What follows belongs to an exercise in optimizing a design on an open flow for small area, a short achievable clock period and few clock cycles; a production flow would make more cautious choices.
Function was checked by simulation only, so behaviour that the tests miss may differ from the original.
Power figures rest on the tool's default switching activity, not on a simulated workload.

==> flow/design.v <==
package sao_pkg;
  localparam int N_PIX     = 4;
  localparam int N_EO_TYPE = 4;
  localparam int DIFF_LEN  = 9;
  localparam int CNT_LEN   = 13;
  localparam int SUM_LEN   = 21;
  typedef enum logic [1:0] {EO_HOR, EO_VER, EO_135, EO_45} eo_type_e;
  localparam logic [2:0] SAO_CAT_NONE = 3'd0;
  localparam logic [2:0] SAO_CAT_1    = 3'd1;
  localparam logic [2:0] SAO_CAT_2    = 3'd2;
  localparam logic [2:0] SAO_CAT_3    = 3'd3;
  localparam logic [2:0] SAO_CAT_4    = 3'd4;
  typedef logic        [CNT_LEN-1:0] stat_cnt_t;
  typedef logic signed [SUM_LEN-1:0] stat_sum_t;
  typedef enum logic [1:0] {ST_IDLE, ST_ACC, ST_FLUSH, ST_DONE} acc_state_e;
endpackage
module sao_blk_cat_sum
#(
  parameter int diff_len = sao_pkg::DIFF_LEN,
  parameter int cnt_len  = sao_pkg::CNT_LEN,
  parameter int sum_len  = sao_pkg::SUM_LEN,
  parameter logic [10:0] seg = 11'b010_0100_1000   
) (
  input  logic                          clk,
  input  logic                          clr,       
  input  logic [3:0][5:0]               sel,       
  input  logic [diff_len-1:0]           d0, d1, d2, d3,
  input  logic [diff_len:0]             d01, d23,
  output logic [3:0][cnt_len-1:0]       cnt,
  output logic [3:0][sum_len-1:0]       sum,
  output logic                          settled    
);
  logic [3:0] bin_settled;
  assign settled = &bin_settled;
  localparam int PW  = diff_len + 1;        
  localparam int LW  = PW + 1;              
  localparam int HW  = sum_len - LW;        
  localparam int CLW = 3;                   
  localparam int CHW = cnt_len - CLW;       
  for (genvar c = 0; c < 4; c++) begin : g_bin
    logic [5:0]    sl;
    logic [PW-1:0] x, y;
    logic [LW-1:0] a, b;                    
    logic [LW-1:0] lo, u, s;
    logic [LW:0]   v, k;
    logic [LW-1:0] cr;                      
    logic          c11, v11;
    logic [HW-1:0] hi, hi_n;
    logic          inc, dec;
    assign sl = sel[c];
    for (genvar i = 0; i < PW; i++) begin : g_mux
      localparam int j = (i < diff_len) ? i : diff_len - 1;
      assign x[i] = (sl[0] & d0[j]) | (sl[1] & d1[j]) | (sl[2] & d01[i]);
      assign y[i] = (sl[3] & d2[j]) | (sl[4] & d3[j]) | (sl[5] & d23[i]);
    end
    assign a = {1'b1, ~x[PW-1], x[PW-2:0]};
    assign b = {1'b0, ~y[PW-1], y[PW-2:0]};
    assign v[0] = 1'b0;
    for (genvar i = 0; i < LW; i++) begin : g_csa
      assign u[i]   = lo[i] ^ a[i] ^ b[i];
      assign v[i+1] = (lo[i] & a[i]) | (lo[i] & b[i]) | (a[i] & b[i]);
    end
    assign k[0] = 1'b0;
    for (genvar i = 0; i < LW; i++) begin : g_cpa
      logic ki;
      if (seg[i]) begin : g_cut
        assign ki = cr[i];
      end else begin : g_chain
        assign ki = k[i];
      end
      assign s[i]   = u[i] ^ v[i] ^ ki;
      assign k[i+1] = (u[i] & v[i]) | (u[i] & ki) | (v[i] & ki);
    end
    always_ff @(posedge clk) begin
      for (int i = 0; i < LW; i++) begin
        lo[i] <= !clr && s[i];
        cr[i] <= !clr && seg[i] && k[i];
      end
      c11 <= !clr && k[LW];
      v11 <= clr || v[LW];
    end
    assign inc = c11 & v11;
    assign dec = ~c11 & ~v11;
    for (genvar i = 0; i < HW; i++) begin : g_hi
      if (i == 0) begin : g_b0
        assign hi_n[i] = hi[i] ^ (inc | dec);
      end else begin : g_bi
        assign hi_n[i] = hi[i] ^ ((inc & (&hi[i-1:0])) | (dec & ~(|hi[i-1:0])));
      end
    end
    always_ff @(posedge clk) begin
      hi <= clr ? '0 : hi_n;
    end
    assign sum[c] = {hi, lo};
    logic [CLW-1:0] clo, cs;
    logic [CHW-1:0] chi;
    logic           ce;
    logic           oa, ob, k1, k2, k3;
    assign oa    = sl[0] | sl[1];
    assign ob    = sl[3] | sl[4];
    assign cs[0] = clo[0] ^ oa ^ ob;
    assign k1    = (clo[0] & oa) | (clo[0] & ob) | (oa & ob);
    logic [1:0] b1;
    assign b1    = 2'(clo[1]) + 2'(sl[2]) + 2'(sl[5]) + 2'(k1);
    assign cs[1] = b1[0];
    assign k2    = b1[1];
    assign cs[2] = clo[2] ^ k2;
    assign k3    = clo[2] & k2;
    always_ff @(posedge clk) begin
      clo <= clr ? '0 : cs;
      ce  <= !clr && k3;
      chi <= clr ? '0 : chi + CHW'(ce);
    end
    assign cnt[c] = {chi, clo};
    assign bin_settled[c] = ~|(cr & seg) & (c11 ^ v11) & ~ce;
  end
endmodule
module sao_eo_stat_acc
#(
  parameter int n_pix     = sao_pkg::N_PIX,
  parameter int n_eo_type = sao_pkg::N_EO_TYPE,
  parameter int diff_len  = sao_pkg::DIFF_LEN,
  parameter int cnt_len   = sao_pkg::CNT_LEN,
  parameter int sum_len   = sao_pkg::SUM_LEN
) (
  input  logic                                  clk,
  input  logic                                  arst_n,
  input  logic                                  start,
  input  logic                                  in_valid,
  output logic                                  in_ready,
  input  logic                                  in_last,
  input  logic [n_eo_type-1:0][n_pix-1:0][2:0]  in_cat,
  input  logic [n_pix-1:0][diff_len-1:0]        in_diff,
  input  logic [n_eo_type-1:0][n_pix-1:0]       b_use,
  output logic                                  stat_valid,
  input  logic                                  stat_ready,
  output logic [n_eo_type-1:0][3:0][cnt_len-1:0] stat_cnt,
  output logic [n_eo_type-1:0][3:0][sum_len-1:0] stat_sum
);
  localparam logic [10:0] seg     = 11'b010_1010_1000;   
  logic accept;
  logic last_q;                   
  logic clr;
  logic wait_set;                 
  logic [n_eo_type-1:0] settled;
  logic [n_eo_type-1:0][3:0][5:0]       s1_sel;
  logic [n_pix-1:0][diff_len-1:0]       s1_d;
  logic [diff_len:0]                    s1_d01, s1_d23;
  assign accept = in_valid && in_ready && !start;
  always_ff @(posedge clk or negedge arst_n) begin
    if (!arst_n) begin
      in_ready   <= 1'b0;
      last_q     <= 1'b0;
      stat_valid <= 1'b0;
      wait_set   <= 1'b0;
      clr        <= 1'b0;
    end else begin
      in_ready   <= start || (in_ready && !(accept && in_last));
      last_q     <= accept && in_last;
      wait_set   <= !start && (last_q || (wait_set && !(&settled)));
      stat_valid <= !start && ((wait_set && (&settled)) || (stat_valid && !stat_ready));
      clr        <= start;
    end
  end
  for (genvar t = 0; t < n_eo_type; t++) begin : g_sel_t
    for (genvar c = 0; c < 4; c++) begin : g_sel_c
      logic [n_pix-1:0] m;
      for (genvar p = 0; p < n_pix; p++) begin : g_sel_p
        assign m[p] = b_use[t][p] && (in_cat[t][p] == sao_pkg::SAO_CAT_1 + 3'(c));
      end
      always_ff @(posedge clk)
        s1_sel[t][c] <= accept ? {m[2] & m[3], ~m[2] & m[3], m[2] & ~m[3],
                                  m[0] & m[1], ~m[0] & m[1], m[0] & ~m[1]} : 6'd0;
    end
  end
  always_ff @(posedge clk) begin
    s1_d   <= in_diff;
    s1_d01 <= {in_diff[0][diff_len-1], in_diff[0]} + {in_diff[1][diff_len-1], in_diff[1]};
    s1_d23 <= {in_diff[2][diff_len-1], in_diff[2]} + {in_diff[3][diff_len-1], in_diff[3]};
  end
  for (genvar t = 0; t < n_eo_type; t++) begin : g_type
    sao_blk_cat_sum #(
      .diff_len (diff_len),
      .cnt_len  (cnt_len),
      .sum_len  (sum_len),
      .seg      (seg)
    ) u_cat_sum (
      .clk  (clk),
      .clr  (clr),
      .sel  (s1_sel[t]),
      .d0   (s1_d[0]),
      .d1   (s1_d[1]),
      .d2   (s1_d[2]),
      .d3   (s1_d[3]),
      .d01  (s1_d01),
      .d23  (s1_d23),
      .cnt  (stat_cnt[t]),
      .sum  (stat_sum[t]),
      .settled (settled[t])
    );
  end
endmodule
==> flow/flow/run.sh <==
#!/bin/bash
# The standard layout, with the port buffers that placement inserts made of the
# smallest buffer cell (every port still gets its own buffer).
set -euo pipefail
export BUFFER_PORTS_ARGS="-buffer_cell sky130_fd_sc_hd__buf_1"
bash standard.sh > standard.log 2>&1
==> flow/standard.sh <==
#!/bin/bash
# synth_recipe.tcl (not shown) runs the flow's synth.tcl, then flattens the netlist and writes it again
# the make line also repeats each setting of config.mk as NAME=value (left out here)
make -C /OpenROAD-flow-scripts/flow DESIGN_CONFIG=/design/flow/config.mk WORK_HOME=/design/flow/orfs CLKGATE_MAP_FILE= SYNTH_SCRIPT=/design/flow/synth_recipe.tcl "${@:-finish}"
==> flow/config.mk <==
export PLATFORM = sky130hd
export DESIGN_NAME = sao_eo_stat_acc
export DESIGN_NICKNAME = sao_eo_stat_acc
export VERILOG_FILES = /design/flow/design.v
export SDC_FILE = /design/flow/constraint.sdc
export NUM_CORES = 4
export LEC_CHECK = 0
export CAP_MARGIN = 20
export CORE_MARGIN = 2
export CORE_UTILIZATION = 55
export CTS_CLUSTER_DIAMETER = 120
export CTS_CLUSTER_SIZE = 24
export SETUP_SLACK_MARGIN = 4.75
export SLEW_MARGIN = 20
==> flow/constraint.sdc <==
create_clock -name core_clock -period 7.5 [get_ports {clk}]
set_input_delay 1.5000 -clock core_clock [delete_from_list [all_inputs] [get_ports {clk}]]
set_output_delay 1.5000 -clock core_clock [all_outputs]
set_load 0.01 [all_outputs]
==> summary.txt <==
-- kinds of logic after synthesis --
family,share of synthesized area (%)
AOI/OAI and AO/OA,8.62
xor gates and xnor gates,6.49
adders and majority gates,20.1
buffers and inverters,7.87
DFF,38.9
muxes,0.478
and+or+nand+nor,17.6
-- layer usage --
| metal | track usage [%] | part of all wire (%) |
|---|---|---|
| met2 | 48.8 | 44 |
| met4 | 13.4 | 4.7 |
| met5 | 0 | 0.021 |
| met1 | 43.4 | 41 |
| met3 | 7.16 | 9.9 |
-- state kept, by name (all words and copies together), names as in the netlist --
| register | flops |
|---|---|
| s1_d | 36 |
| s1_d23 | 10 |
| g_type.u_cat_sum.g_bin.chi | 160 |
| g_type.u_cat_sum.g_bin.ce | 16 |
| g_type.u_cat_sum.g_bin.hi | 160 |
| last_q | 1 |
| s1_sel | 96 |
| stat_valid | 1 |
| clr | 1 |
| g_type.u_cat_sum.g_bin.lo | 176 |
| in_ready | 1 |
| s1_d01 | 10 |
| g_type.u_cat_sum.g_bin.clo | 48 |
| g_type.u_cat_sum.g_bin.v11 | 16 |
| wait_set | 1 |
| g_type.u_cat_sum.g_bin.c11 | 16 |
| g_type.u_cat_sum.g_bin.cr | 64 |
-- layout by cell type, fill, tap and decap left out, types with 132 or more instances in the layout --
| cell | instances |
|---|---|
| nor2_1 | 608 |
| xor2_1 | 218 |
| inv_1 | 587 |
| dfxtp_1 | 511 |
| nand3_1 | 132 |
| buf_2 | 164 |
| dfxtp_2 | 249 |
| fa_1 | 336 |
| a222oi_1 | 256 |
| nor2b_1 | 193 |
| nand2_1 | 212 |
| buf_1 | 420 |
-- layout make-up --
cell class / instances / area share [%]
tap: 978 / 2.63
timing repair buffer: 666 / 6.34
inverter: 589 / 4.74
clock buffer: 42 / 2.16
clock inverter: 3 / 0.0644
multi-input combinational: 2715 / 48.0
sequential: 813 / 36.0
-- power by group through the flow --
stage / Combinational, mW / Clock [mW] / Sequential (mW)
2_1_floorplan: 0.797 / 0 / 4.91
3_3_place_gp: 1.07 / 0 / 5.11
3_5_place_dp: 1.08 / 0 / 5.12
4_1_cts: 1.13 / 2.47 / 5.04
5_1_grt: 1.27 / 2.61 / 5.10
6_report: 1.13 / 2.40 / 5.05
-- per-stage QoR --
| stage | worst slack (ps) | power [mW] |
|---|---|---|
| after global routing | 4690 | 8.98 |
| after floorplan | 4710 | 5.71 |
| after detailed placement | 4330 | 6.20 |
| final | 4760 | 8.58 |
| after global placement | 4390 | 6.18 |
| after CTS | 4610 | 8.64 |
-- worst paths after layout --
path                                                      from                                  to  slack, ps  depth (start not counted)
max                         g_type[1].u_cat_sum.g_bin[1].hi[0]                       stat_sum[116]       4760                          1
min reg2reg                g_type[0].u_cat_sum.g_bin[2].lo[10]    g_type[0].u_cat_sum.g_bin[2].v11        480                          1
max reg2reg                                         s1_sel[68]  g_type[2].u_cat_sum.g_bin[3].lo[8]       4850                          7
min in group asynchronous                               arst_n                                 clr        810                          1
min                        g_type[0].u_cat_sum.g_bin[2].lo[10]    g_type[0].u_cat_sum.g_bin[2].v11        480                          1
max in group asynchronous                               arst_n                                 clr       6310                          1
-- what timing repair did --
action | 4_1_cts | 5_1_grt
pin swaps | 2 | 1
setup endpoints to repair | 316 | 210
setup buffers | 2 | 4
resized for setup | 429 | 183
endpoints found under the hold margin | 0 | 0
==> out/summary.txt <==
status: timing/DRC/antenna clean
startpoint types: flip-flop
share of cells above drive strength 1: 13.4%
post-layout util: 61.6%
sequential power share: 58.9%
CTS buffer count: 39
critical path's largest stage delay: 420 ps
hpwl dp: 101000 um
leakage: 21.7 nW
Slowest-stage cell, CP: dfxtp_2
final cycle utilization of the critical path: 36.6%
die area: 78300 um2
critical path type: reg2out
clock tree sinks: 813
Layout Nets: 5398
# diodes: 0
Clk pin slew, worst setup/hold paths: 100 ps
Reg area: 16800 um2
sequential share of the synthesized area: 38.9%
CP arrival: 1240 ps
number of hold buffers added after CTS: 0
mean post-synth cell area: 9.51 um2
fmax: 365 MHz
Synth-to-Final Area Change: 11.3%
CTS tree: yes
combinational share of power: 13.2%
post-synth top area cell: dfxtp_1
synthesized instance count: 4401
Root Buffer Master: clkbuf_16
pin count of the biggest net entering global routing: 96
vias per inst: 5.65
Critical Path Fanout Max: 8
vias in the first global route: 30500
Worst Max-Slew Pin Slew: 980 ps
Final Max Slew Viols: 0
Sw Pwr: 2.56 mW
Clock Power Share: 27.9%
Peak VDD IR: 159 uV
Worst Path Required: 6000 ps
synthesized cell area: 41900 um2
post-route setup TNS: 0 ps
Slew HR: 34.7%
Total Routed Length: 127000 um
I/O pin count: 652
Finished Cell Area: 46600 um2
Mapped Nets: 4975
Site Rows: 101
Initial Util: 55.3%
most frequent cell after synthesis: dfxtp_1
YS warnings: 2
drt pass-1 iters: 14
P_int: 6.02 mW
Final Non-Filler Cells: 5806
DR vias: 32800
Post-Route Skew: 29.0 ps
HP Class: reg2reg
delay-heaviest family, CP: flip-flops
placed insts: 5755
Yosys cell types: 66
CP cell instances: buf_2
Cell Area, Placed: 44600 um2
gr ovfl total: 0
PortBufs: 651
area of the multi-input gates: 22400 um2
fin crit period: 2740 ps
Final Setup Violations: 0
area of the core: 75700 um2
gpl congestion: 0.903
CP Capture Type: primary output
top-area cell type share of the netlist area: 38.6%
Post-route DRC: 0
Pwr Density: 184 nW/um2
Fillers: 6764
Post-synth EDFFs: 0
CP Buf/Inv Count: 1
antenna viol nets, final: 0
Sw Share: 29.9%
Max clock buf depth: 3
initial antenna violation count: 3
Max-Cap Viols: 0
ys async rst share: 0.615%
initial DRC count: 4090
chip height: 280 um
unrepaired setup endpoints after global routing: yes
largest cells by area after synthesis: dfxtp_1, fa_1, a222oi_1
worst hold margin: 481 ps
routed len/inst: 21.8 um
Post-synth top cells: dfxtp_1, nor2_1, inv_1
Die W: 280 um
H-Tree Depth: 2
Final Hold Vio Count: 0
total track usage: 31.8%
Worst-Skew Late Latency: 620 ps
Top FF cell, synth: dfxtp_1
synthesized flop and latch total: 813
first-pass GRT wire length: 190000 um
Testbench counts, summed over its fixed seeds: cycles 19,843.

==> separate check: timing with driven ports <==
In the flow no input, the clock included, has a driving cell. The finished layout below was timed again as built, in two steps.
Step 1 sets driving cells, clkbuf_16 on the clock port and buf_2 on the other inputs (assumed; they add their load-dependent delay and slew).
Step 2, shift: input delay + t, output delay - t, t = (earliest + latest rising clock arrival at the registers) / 2. This alone moves slack from input paths to output paths.
Three values: ideal, step 1, step 2; two values: the first two.
shift t [ns]: 0.677
setup slack, ns: 4.757 / 4.688 / 4.315
hold slack, ns: 0.481 / 0.481 / 0.481
worst slew at a driven data input, ns: 0.07
After both steps setup and hold are still met in this run. For this run, drivers alone change the setup slack by -0.069 ns; drivers and shift together by -0.442 ns.
